This is an optimization exercise on Yosys and OpenROAD, whose aim is small area, not a production implementation.
Where RTL was checked, it was by simulation tests only, not by an equivalence proof against the original.

## lane 1
## gpio_32_top
module gpio_32_top
(
  input  logic                PCLK,
  input  logic                PRESETn,
  input  logic                PSEL,
  input  logic                PENABLE,
  input  logic                PWRITE,
  input  logic [7:0]          PADDR,
  input  logic [31:0]         PWDATA,
  output logic [31:0]         PRDATA,
  output logic                PREADY,
  output logic                PSLVERR,
  input  logic [gpio_32_pkg::NUM_GPIO-1:0] gpio_in_raw,
  output logic [gpio_32_pkg::NUM_GPIO-1:0] gpio_out,
  output logic [gpio_32_pkg::NUM_GPIO-1:0] gpio_oe,
  output logic                gpio_irq
);
For scale: ~3400 cells after synthesis, about 850 flip-flops, about 180 I/O pins, roughly 38000 um^2 of cells after synthesis.
==> module gpio_debounce, before the edit <==
module gpio_debounce
(
  input  logic                PCLK,
  input  logic                PRESETn,
  input  logic                sync_en,
  input  logic                pin_raw,
  input  logic [gpio_32_pkg::DB_CNT_W-1:0] db_nt,
  output logic                pin_stb,
  output logic                pin_nchg
);
  localparam int W = gpio_32_pkg::DB_CNT_W;
  logic          meta_r;
  logic          sync_r;
  logic          stb_r;
  logic [W-1:0]  cnt_r;    
  logic [W-1:0]  cnt_d;
  logic [W:0]    ge_s;     
  logic [W-1:0]  cy_s;     
  logic          hit_s;
  logic          clr_s;
  logic          nflip_s;
  logic          nchg_r;
  gpio_g_or u_ge0 (.a(cnt_r[0]), .b(db_nt[0]), .y(ge_s[1]));
  for (genvar i = 1; i < W; i++) begin : g_cmp
    gpio_g_maj u_maj (.a(cnt_r[i]), .b(ge_s[i]), .c(db_nt[i]), .y(ge_s[i+1]));
  end
  assign hit_s = ge_s[W];
  gpio_g_orn u_b0 (.a(cnt_r[0]), .b(clr_s), .y(cnt_d[0]));
  assign cy_s[1] = cnt_r[0];
  for (genvar i = 1; i < W - 1; i++) begin : g_inc
    logic nor_s;
    gpio_g_and  u_c (.a(cnt_r[i]), .b(cy_s[i]), .y(cy_s[i+1]));
    gpio_g_nor  u_o (.a(cnt_r[i]), .b(cy_s[i]), .y(nor_s));
    gpio_g_nor3 u_d (.a(nor_s), .b(cy_s[i+1]), .c(clr_s), .y(cnt_d[i]));
  end
  gpio_g_xor_clr u_bw (.a(cnt_r[W-1]), .b(cy_s[W-1]), .c(clr_s), .y(cnt_d[W-1]));
  logic nsync_s;
  logic ndiff_s;
  logic stb_d;
  gpio_g_nand u_ns   (.a(sync_r), .b(sync_en), .y(nsync_s));
  gpio_g_xor  u_nd   (.a(nsync_s), .b(stb_r), .y(ndiff_s));
  gpio_g_or   u_clr  (.a(ndiff_s), .b(hit_s), .y(clr_s));
  gpio_g_orn  u_nflp (.a(hit_s), .b(ndiff_s), .y(nflip_s));
  gpio_g_xnor_clr u_stb (.a(stb_r), .b(nflip_s), .c(PRESETn), .y(stb_d));
  always_ff @(posedge PCLK) begin
    meta_r <= pin_raw;
    sync_r <= meta_r;
    stb_r  <= stb_d;
    nchg_r <= nflip_s;
    cnt_r  <= cnt_d;
  end
  assign pin_stb = stb_r;
  assign pin_nchg = nchg_r;
endmodule
==> module gpio_32_top, before the edit <==
module gpio_32_top
(
  input  logic                PCLK,
  input  logic                PRESETn,
  input  logic                PSEL,
  input  logic                PENABLE,
  input  logic                PWRITE,
  input  logic [7:0]          PADDR,
  input  logic [31:0]         PWDATA,
  output logic [31:0]         PRDATA,
  output logic                PREADY,
  output logic                PSLVERR,
  input  logic [gpio_32_pkg::NUM_GPIO-1:0] gpio_in_raw,
  output logic [gpio_32_pkg::NUM_GPIO-1:0] gpio_out,
  output logic [gpio_32_pkg::NUM_GPIO-1:0] gpio_oe,
  output logic                gpio_irq
);
  logic [31:0]         dir_r;
  logic [31:0]         out_r;
  logic [31:0]         mask_r;
  logic [31:0]         status_r;
  logic [31:0]         status_d;
  logic [31:0]         type_r;
  logic [31:0]         pol_r;
  logic [gpio_32_pkg::DB_CNT_W-1:0] db_cfg_r;
  logic [gpio_32_pkg::DB_CNT_W-1:0] db_nt_s;
  logic                rst_d1_r;
  logic                rst_d2_r;
  logic                sync_en_s;
  logic [31:0]         stb_s;
  logic [31:0]         nchg_s;
  logic [31:0]         wdata_s;
  logic [2:0]          idx_s;
  logic                in_range_s;
  logic                wr_en_s;
  logic                rd_en_s;
  logic [7:0]          sel_s;
  logic [7:0]          ld_s;
  logic [7:0]          rd_sel_s;
  assign idx_s      = PADDR[4:2];
  assign in_range_s = (PADDR[7:5] == 3'b000);
  assign wr_en_s    = PENABLE & PWRITE & in_range_s;
  assign rd_en_s    = PSEL & ~PWRITE & in_range_s;
  always_comb begin
    sel_s = 8'h00;
    sel_s[idx_s] = 1'b1;
  end
  assign ld_s     = {8{PRESETn}} | ({8{wr_en_s}} & sel_s);
  assign wdata_s  = PWDATA & {32{~PRESETn}};
  assign rd_sel_s = {8{rd_en_s}} & sel_s;
  always_ff @(posedge PCLK) begin
    rst_d1_r <= PRESETn;
    rst_d2_r <= rst_d1_r;
  end
  assign sync_en_s = ~(rst_d1_r | rst_d2_r);
  assign db_nt_s = ~db_cfg_r;
  for (genvar g = 0; g < gpio_32_pkg::NUM_GPIO; g++) begin : g_pin
    gpio_debounce u_db (
      .PCLK      (PCLK),
      .PRESETn   (PRESETn),
      .sync_en   (sync_en_s),
      .pin_raw   (gpio_in_raw[g]),
      .db_nt     (db_nt_s),
      .pin_stb   (stb_s[g]),
      .pin_nchg  (nchg_s[g])
    );
    gpio_stat_bit u_st (
      .st     (status_r[g]),
      .in_lvl (stb_s[g]),
      .in_nchg (nchg_s[g]),
      .pol    (pol_r[g]),
      .typ    (type_r[g]),
      .wdat   (PWDATA[g]),
      .wclr   (wr_en_s & sel_s[4]),
      .rst    (PRESETn),
      .st_d   (status_d[g])
    );
    if (g < gpio_32_pkg::DB_CNT_W) begin : g_rd8
      gpio_rd8 u_rd (
        .sel (rd_sel_s),
        .dat ({db_cfg_r[g % gpio_32_pkg::DB_CNT_W], pol_r[g], type_r[g], status_r[g],
               mask_r[g], stb_s[g], out_r[g], dir_r[g]}),
        .y   (PRDATA[g])
      );
    end else begin : g_rd7
      gpio_rd7 u_rd (
        .sel (rd_sel_s[6:0]),
        .dat ({pol_r[g], type_r[g], status_r[g], mask_r[g], stb_s[g], out_r[g], dir_r[g]}),
        .y   (PRDATA[g])
      );
    end
  end
  always_ff @(posedge PCLK) begin
    if (ld_s[0]) dir_r    <= wdata_s;
    if (ld_s[1]) out_r    <= wdata_s;
    if (ld_s[3]) mask_r   <= wdata_s;
    if (ld_s[5]) type_r   <= wdata_s;
    if (ld_s[6]) pol_r    <= wdata_s;
    if (ld_s[7]) db_cfg_r <= wdata_s[15:0];
    status_r <= status_d;
  end
  assign PREADY   = 1'b1;
  assign PSLVERR  = PSEL & PENABLE & ~in_range_s;
  assign gpio_out = out_r;
  assign gpio_oe  = dir_r;
  assign gpio_irq = |(status_r & mask_r);
endmodule
clock: 10.0 ns
lec_check: 0
cap_margin: 10
core_margin: 2
core_utilization: 70
cts_cluster_diameter: 90
cts_cluster_size: 30
slew_margin: 10
synth_hierarchical: 1
synth_minimum_keep_size: 0
standard.sh (not shown) runs the stock make flow with config.mk's settings and CLKGATE_MAP_FILE= SYNTH_SCRIPT=/design/flow/synth_recipe.tcl, a recipe that flattens the netlist after the stock synthesis.
==> flow/flow/run.sh <==
#!/bin/bash
# Layout flow: the standard synthesis unchanged, then the standard
# ORFS layout with these changes:
#   - ports are buffered with the smallest buffer (buf_1) instead of the
#     default choice;
#   - clock tree synthesis inserts no dummy loads (clkload cells);
#   - after floorplan, combinational cells that synthesis upsized are set back
#     to their smallest drive strength (flip-flops are left as they are);
#     the later repair steps upsize again wherever slew, load or timing need it.
# Each step's full output goes to its own log file in this folder.
set -euo pipefail
here=$(pwd)
bash standard.sh synth > "$here/flow_synth.log" 2>&1
bash standard.sh \
  "BUFFER_PORTS_ARGS=-buffer_cell sky130_fd_sc_hd__buf_1" \
  "POST_FLOORPLAN_TCL=$here/flow/downsize.tcl" \
  "CTS_ARGS=-sink_clustering_enable -repair_clock_nets -sink_clustering_size 30 -sink_clustering_max_diameter 90 -dont_use_dummy_load" \
  finish > "$here/flow_layout.log" 2>&1
==> flow/flow/downsize.tcl <==
# Set every combinational standard cell to the smallest drive strength of its
# family (same function and pins). Flip-flops keep the cell synthesis gave them.
set db [ord::get_db]
set block [[$db getChip] getBlock]
set n_swapped 0
set area_before 0.0
set area_after 0.0
foreach inst [$block getInsts] {
  set master [$inst getMaster]
  set name [$master getName]
  if {![regexp {^(sky130_fd_sc_hd__[a-z0-9]+)_([0-9]+)$} $name -> base size]} { continue }
  if {[regexp {df|dl|sdf|edf|tap|fill|decap|conb|clkbuf|clkinv|clkdly|dlygate|diode} $base]} { continue }
  set best ""
  set best_area 0
  foreach sz {0 1 2} {
    if {$sz >= $size} { break }
    set cand [$db findMaster "${base}_${sz}"]
    if {$cand eq "NULL" || $cand eq ""} { continue }
    set a [expr {[$cand getWidth] * [$cand getHeight]}]
    set cur [expr {[$master getWidth] * [$master getHeight]}]
    if {$a < $cur && ($best eq "" || $a <= $best_area)} {
      set best $cand
      set best_area $a
    }
  }
  if {$best ne ""} {
    set area_before [expr {$area_before + [$master getWidth] * [$master getHeight] / 1e6}]
    set area_after [expr {$area_after + $best_area / 1e6}]
    $inst swapMaster $best
    incr n_swapped
  }
}
puts "downsize: swapped $n_swapped instances, area $area_before -> $area_after um2"
Lane 1 | stages: all done | timing, DRC, antenna: all pass
Setup changes, lane 1 to lane 2
--- a/flow/design.v
+++ b/flow/design.v
@@ -48,8 +48,11 @@
 endmodule
 module gpio_g_xnor_clr (input logic a, b, c, output logic y);
   assign y = ~((a ^ b) | c);
 endmodule
+module gpio_g_andn (input logic a, b, output logic y);
+  assign y = ~a & b;
+endmodule
 module gpio_g_orn (input logic a, b, output logic y);
   assign y = ~a | b;
 endmodule
 module gpio_g_maj (input logic a, b, c, output logic y);
@@ -60,8 +63,9 @@
   input  logic                PCLK,
   input  logic                PRESETn,
   input  logic                sync_en,
   input  logic                pin_raw,
+  input  logic                db_t0,
   input  logic [gpio_32_pkg::DB_CNT_W-1:0] db_nt,
   output logic                pin_stb,
   output logic                pin_nchg
 );
@@ -69,23 +73,33 @@
   logic          meta_r;
   logic          sync_r;
   logic          stb_r;
   logic [W-1:0]  cnt_r;    
+  logic [W-1:0]  cnt_s;    
   logic [W-1:0]  cnt_d;
   logic [W:0]    ge_s;     
   logic [W-1:0]  cy_s;     
   logic          hit_s;
   logic          clr_s;
   logic          nflip_s;
   logic          nchg_r;
-  gpio_g_or u_ge0 (.a(cnt_r[0]), .b(db_nt[0]), .y(ge_s[1]));
+  assign ge_s[0] = 1'b1;
+  gpio_g_nand u_ge0 (.a(cnt_r[0]), .b(db_t0), .y(ge_s[1]));   
   for (genvar i = 1; i < W; i++) begin : g_cmp
-    gpio_g_maj u_maj (.a(cnt_r[i]), .b(ge_s[i]), .c(db_nt[i]), .y(ge_s[i+1]));
+    gpio_g_maj u_maj (.a(cnt_s[i]), .b(ge_s[i]), .c(db_nt[i]), .y(ge_s[i+1]));
   end
   assign hit_s = ge_s[W];
-  gpio_g_orn u_b0 (.a(cnt_r[0]), .b(clr_s), .y(cnt_d[0]));
-  assign cy_s[1] = cnt_r[0];
-  for (genvar i = 1; i < W - 1; i++) begin : g_inc
+  gpio_g_nor u_b0 (.a(cnt_r[0]), .b(clr_s), .y(cnt_d[0]));
+  assign cnt_s = {cnt_r[W-1:1], ~cnt_r[0]};
+  assign cy_s[0] = 1'b1;
+  assign cy_s[1] = cnt_s[0];
+  if (1) begin : g_b1
+    logic nor_s;
+    gpio_g_andn u_c (.a(cnt_r[0]), .b(cnt_r[1]), .y(cy_s[2]));
+    gpio_g_andn u_o (.a(cnt_r[1]), .b(cnt_r[0]), .y(nor_s));
+    gpio_g_nor3 u_d (.a(nor_s), .b(cy_s[2]), .c(clr_s), .y(cnt_d[1]));
+  end
+  for (genvar i = 2; i < W - 1; i++) begin : g_inc
     logic nor_s;
     gpio_g_and  u_c (.a(cnt_r[i]), .b(cy_s[i]), .y(cy_s[i+1]));
     gpio_g_nor  u_o (.a(cnt_r[i]), .b(cy_s[i]), .y(nor_s));
     gpio_g_nor3 u_d (.a(nor_s), .b(cy_s[i+1]), .c(clr_s), .y(cnt_d[i]));
@@ -214,8 +228,9 @@
       .PCLK      (PCLK),
       .PRESETn   (PRESETn),
       .sync_en   (sync_en_s),
       .pin_raw   (gpio_in_raw[g]),
+      .db_t0     (db_cfg_r[0]),
       .db_nt     (db_nt_s),
       .pin_stb   (stb_s[g]),
       .pin_nchg  (nchg_s[g])
     );
==> comparison <==
Lower hold slack was reported by lane 1, not lane 2. Wire length of the first global-routing pass: lane 2 lower than lane 1. In lane 2, the normalized max-slew margin came out 3.2 points below the value in lane 1. On final cell count, lane 1 and lane 2 are neck and neck. Growth of design area from synthesis to finish: lane 2 vs lane 1 down 1.2 points. Post-route minimum period on lane 2 is up relative to lane 1. | clock skew | lane 2 vs lane 1 | 5.1 ps lower |.
No functional check of the RTL was part of lane 2.

separate check: timing with driven ports:
In the flow no input, the clock included, has a driving cell. The finished layouts below were timed again as built, in two steps. Step 1 (the two cells are an assumption about what drives the block):
set clk [get_ports {PCLK}]
set_driving_cell -lib_cell sky130_fd_sc_hd__clkbuf_16 $clk
set_driving_cell -lib_cell sky130_fd_sc_hd__buf_2 [delete_from_list [all_inputs] $clk]
Step 2 also shifts input and output timing later by t, the mid clock arrival at the registers, as if the neighbouring blocks saw the same clock. Slacks: ideal ports / drivers / drivers and shift; pairs: ideal ports / drivers.
| run | shift t [ns] | setup slack, ns | clock arrival spread, ns | worst register clock-pin slew, ns | worst data-port slew with drivers (ns) |
|---|---|---|---|---|---|
| lane 1 | 0.631 | 2.595 / 2.595 / 2.595 | 0.062 / 0.062 | 0.11 / 0.11 | 0.12 |
| lane 2 | 0.637 | 2.419 / 2.419 / 2.419 | 0.060 / 0.061 | 0.11 / 0.11 | 0.09 |
After both steps setup and hold are still met in every run listed.
